Source: an optimization exercise on an open RTL-to-GDS flow (aim: small area and a short achievable clock period). Production flows keep margins and buffers that such runs may drop.
RTL that was checked went through simulation tests only; none was proved equivalent to the original.
Power figures rest on the tool's default switching activity, not on a simulated workload.

==> module cam_capture, before the edit <==
module cam_capture #(
	parameter logic [5:0] BASE = '0      
) (
	input  logic        clk_25_2m,
	input  logic        reset,
	input  logic        vsync,
	input  logic        href,
	input  logic [7:0]  data,
	input  logic        wr_ready,        
	output logic        wr_valid,
	output logic [5:0]  wr_addr,
	output logic [15:0] wr_data,
	output logic        frame_done
);
	logic        vsync_d;
	logic        vs_rise;
	logic        phase;                  
	logic [7:0]  hi_byte;
	logic [5:0]  wa;                     
	logic        push;
	logic        pop;
	logic [4:0]  wr_cnt;                 
	assign vs_rise = vsync && !vsync_d;
	assign push    = href && phase;
	assign pop     = wr_ready;
	always_ff @(posedge clk_25_2m) begin
		if (!reset) begin
			vsync_d <= 1'b0;
			phase   <= 1'b0;
			wa      <= BASE;
		end else begin
			vsync_d <= vsync;
			if (vs_rise) begin
				phase <= 1'b0;
				wa    <= BASE;
			end else if (href) begin
				phase <= !phase;
				if (phase)
					wa <= wa + 1'b1;
			end
		end
	end
	always_ff @(posedge clk_25_2m) begin
		if (href && !phase)
			hi_byte <= data;
	end
	logic [5:0]  fa [8];
	logic [15:0] fd [8];
	logic [2:0]  wp, rp;
	logic [3:0]  cnt, cnt_nx;
	always_ff @(posedge clk_25_2m) begin
		if (push) begin
			fa[wp] <= wa;
			fd[wp] <= {hi_byte, data};
		end
	end
	always_comb begin
		cnt_nx = cnt;
		if (push && !pop)
			cnt_nx = cnt + 1'b1;
		else if (!push && pop)
			cnt_nx = cnt - 1'b1;
	end
	always_ff @(posedge clk_25_2m) begin
		if (!reset) begin
			wp       <= '0;
			rp       <= '0;
			cnt      <= '0;
			wr_valid <= 1'b0;
		end else begin
			if (push)
				wp <= wp + 1'b1;
			if (pop)
				rp <= rp + 1'b1;
			cnt      <= cnt_nx;
			wr_valid <= (cnt_nx != '0);
		end
	end
	always_comb begin
		wr_addr = '0;
		wr_data = '0;
		for (int i = 0; i < 8; i++) begin
			wr_addr = wr_addr | ({6{rp == 3'(i)}} & fa[i]);
			wr_data = wr_data | ({16{rp == 3'(i)}} & fd[i]);
		end
	end
	always_ff @(posedge clk_25_2m) begin
		if (!reset) begin
			wr_cnt     <= '0;
			frame_done <= 1'b0;
		end else if (vs_rise) begin
			wr_cnt     <= '0;
			frame_done <= 1'b0;
		end else if (pop) begin
			wr_cnt <= wr_cnt + 1'b1;
			if (wr_cnt == 5'd31)
				frame_done <= 1'b1;
		end
	end
endmodule
==> module frame_mem_arbiter, before the edit <==
module frame_mem_arbiter (
	input  logic        clk_25_2m,
	input  logic        reset,
	input  logic        wr_valid_1,
	input  logic [5:0]  wr_addr_1,
	input  logic [15:0] wr_data_1,
	input  logic        wr_valid_2,
	input  logic [5:0]  wr_addr_2,
	input  logic [15:0] wr_data_2,
	input  logic        rd_req_valid,
	input  logic [5:0]  rd_addr,
	output logic        wr_ready_1,
	output logic        wr_ready_2,
	output logic        rd_req_ready,
	output logic        rd_data_valid,
	output logic [15:0] rd_data
);
	logic [15:0] mem [64];
	logic [2:0]  last;                   
	logic        v1, v2, vd;
	logic        we;
	logic [5:0]  waddr;
	logic [15:0] wdata;
	assign v1 = wr_valid_1;
	assign v2 = wr_valid_2;
	assign vd = rd_req_valid;
	assign wr_ready_1   = v1 && (last[2] || (last[1] && !vd) || (last[0] && !v2 && !vd));
	assign wr_ready_2   = v2 && (last[0] || (last[2] && !v1) || (last[1] && !vd && !v1));
	assign rd_req_ready = vd && (last[1] || (last[0] && !v2) || (last[2] && !v1 && !v2));
	always_ff @(posedge clk_25_2m) begin
		if (!reset) begin
			last          <= 3'b100;         
			rd_data_valid <= 1'b0;
		end else begin
			if (v1 || v2 || vd)
				last <= {rd_req_ready, wr_ready_2, wr_ready_1};
			rd_data_valid <= rd_req_ready;
		end
	end
	assign we    = wr_ready_1 || wr_ready_2;
	assign waddr = wr_ready_1 ? wr_addr_1 : wr_addr_2;
	assign wdata = wr_ready_1 ? wr_data_1 : wr_data_2;
	always_ff @(posedge clk_25_2m) begin
		if (we)
			mem[waddr] <= wdata;
	end
	logic [63:0] rsel;
	logic [15:0] rdm;
	always_comb begin
		rdm = '0;
		for (int i = 0; i < 64; i++) begin
			rsel[i] = (rd_addr == 6'(i));
			rdm     = rdm | ({16{rsel[i]}} & mem[i]);
		end
	end
	always_ff @(posedge clk_25_2m) begin
		rd_data <= rdm;
	end
endmodule
==> module display_reader, before the edit <==
module display_reader (
	input  logic        clk_25_2m,
	input  logic        reset,
	input  logic        cam1_done,
	input  logic        cam2_done,
	input  logic        rd_req_ready,
	input  logic        rd_data_valid,
	input  logic [15:0] rd_data,
	input  logic        pixel_req,
	output logic        rd_req_valid,    
	output logic [5:0]  rd_addr,
	output logic        timing_run,
	output logic [15:0] pixel
);
	logic        fetch_en, fetch_nx;
	logic        reads_done;
	logic [3:0]  rx;
	logic [1:0]  ry;
	logic [2:0]  wp, rp;
	logic [3:0]  cnt, cnt_nx;
	logic [15:0] pd [8];
	assign rd_addr = {rx[3], ry, rx[2:0]};
	always_ff @(posedge clk_25_2m) begin
		if (!reset) begin
			rx <= '0;
			ry <= '0;
		end else if (rd_req_ready) begin
			rx <= rx + 1'b1;
			if (rx == 4'd15)
				ry <= ry + 1'b1;
		end
	end
	assign fetch_nx = fetch_en || (cam1_done && cam2_done);
	always_ff @(posedge clk_25_2m) begin
		if (!reset) begin
			fetch_en   <= 1'b0;
			reads_done <= 1'b0;
			timing_run <= 1'b0;
		end else begin
			fetch_en <= fetch_nx;
			if (rd_req_ready && rx == 4'd15 && ry == 2'd3)
				reads_done <= 1'b1;
			if (fetch_en && (cnt == 4'd8 || reads_done))
				timing_run <= 1'b1;
		end
	end
	always_ff @(posedge clk_25_2m) begin
		if (rd_data_valid)
			pd[wp] <= rd_data;
	end
	always_comb begin
		cnt_nx = cnt;
		if (rd_data_valid && !pixel_req)
			cnt_nx = cnt + 1'b1;
		else if (!rd_data_valid && pixel_req)
			cnt_nx = cnt - 1'b1;
	end
	always_ff @(posedge clk_25_2m) begin
		if (!reset) begin
			wp           <= '0;
			rp           <= '0;
			cnt          <= '0;
			rd_req_valid <= 1'b0;
		end else begin
			if (rd_data_valid)
				wp <= wp + 1'b1;
			if (pixel_req)
				rp <= rp + 1'b1;
			cnt <= cnt_nx;
			rd_req_valid <= fetch_nx && ({1'b0, cnt_nx} + {4'b0, rd_req_ready} < 5'd8);
		end
	end
	always_comb begin
		pixel = '0;
		for (int i = 0; i < 8; i++)
			pixel = pixel | ({16{rp == 3'(i)}} & pd[i]);
	end
endmodule
make LEC_CHECK=0 CAP_MARGIN=20 CORE_MARGIN=2 CORE_UTILIZATION=40 SLEW_MARGIN=20 finish   # period 8.0 ns
run.sh (not shown) runs the stock make flow with config.mk's settings and CLKGATE_MAP_FILE= SYNTH_SCRIPT=/design/flow/synth_recipe.tcl, a recipe that flattens the netlist after the stock synthesis.
==> next run, changes <==
--- a/flow/design.v
+++ b/flow/design.v
@@ -102,12 +102,6 @@
 		end
 	end
-	always_comb begin
-		wr_addr = '0;
-		wr_data = '0;
-		for (int i = 0; i < 8; i++) begin
-			wr_addr = wr_addr | ({6{rp == 3'(i)}} & fa[i]);
-			wr_data = wr_data | ({16{rp == 3'(i)}} & fd[i]);
-		end
-	end
+	assign wr_addr = fa[rp];
+	assign wr_data = fd[rp];
 	always_ff @(posedge clk_25_2m) begin
 		if (!reset) begin
@@ -169,16 +163,6 @@
 		if (we)
 			mem[waddr] <= wdata;
-	end
-	logic [63:0] rsel;
-	logic [15:0] rdm;
-	always_comb begin
-		rdm = '0;
-		for (int i = 0; i < 64; i++) begin
-			rsel[i] = (rd_addr == 6'(i));
-			rdm     = rdm | ({16{rsel[i]}} & mem[i]);
-		end
-	end
-	always_ff @(posedge clk_25_2m) begin
-		rd_data <= rdm;
+		if (rd_req_ready)
+			rd_data <= mem[rd_addr];
 	end
 endmodule
@@ -299,9 +283,5 @@
 		end
 	end
-	always_comb begin
-		pixel = '0;
-		for (int i = 0; i < 8; i++)
-			pixel = pixel | ({16{rp == 3'(i)}} & pd[i]);
-	end
+	assign pixel = pd[rp];
 endmodule
 module stereo_cap_top (
Worst setup slack improved by 0.45 ns.
Design area increases by a few percent.
Flip-flop and latch count increases by 6.
Cell count decreases by a little under a tenth.
Clock-buffer cell count increases by 28.
Via count decreases by about a fifth.
Routed wire length decreases by a quarter to a third.
Power decreases by about a fifth.
Non-clock buffer count decreases by 63.
Sequential power decreases by a few percent.
Area after synthesis increases by a few percent.
Only the layout flow was run in the first run of this note; the RTL was not checked for function there.

[static timing again, ports no longer ideal]
No port has a modelled driver above. Below, the same layouts with a new extraction and two added sets of constraints. Step 1 (the two cells are an assumption about what drives the block):
set clk [get_ports {clk_25_2m}]
set_driving_cell -lib_cell sky130_fd_sc_hd__clkbuf_16 $clk
set_driving_cell -lib_cell sky130_fd_sc_hd__buf_2 [delete_from_list [all_inputs] $clk]
Step 2 times the ports against the registers' clock, not the clock port: input delays grow and output delays shrink by t, the midpoint of the rising clock arrivals with the driver on. Slacks: ideal ports / drivers / drivers and shift; pairs: ideal ports / drivers.
run | t (ns) | setup slack, ns | worst hold slack (ns) | pins driven straight from the clock port
the first run | 0.879 | 3.436 / 3.436 / 3.436 | 0.447 / 0.447 / 0.447 | 1
the second run | 0.845 | 3.887 / 3.887 / 3.887 | 0.460 / 0.460 / 0.460 | 1
After both steps setup and hold are still met in every run listed.
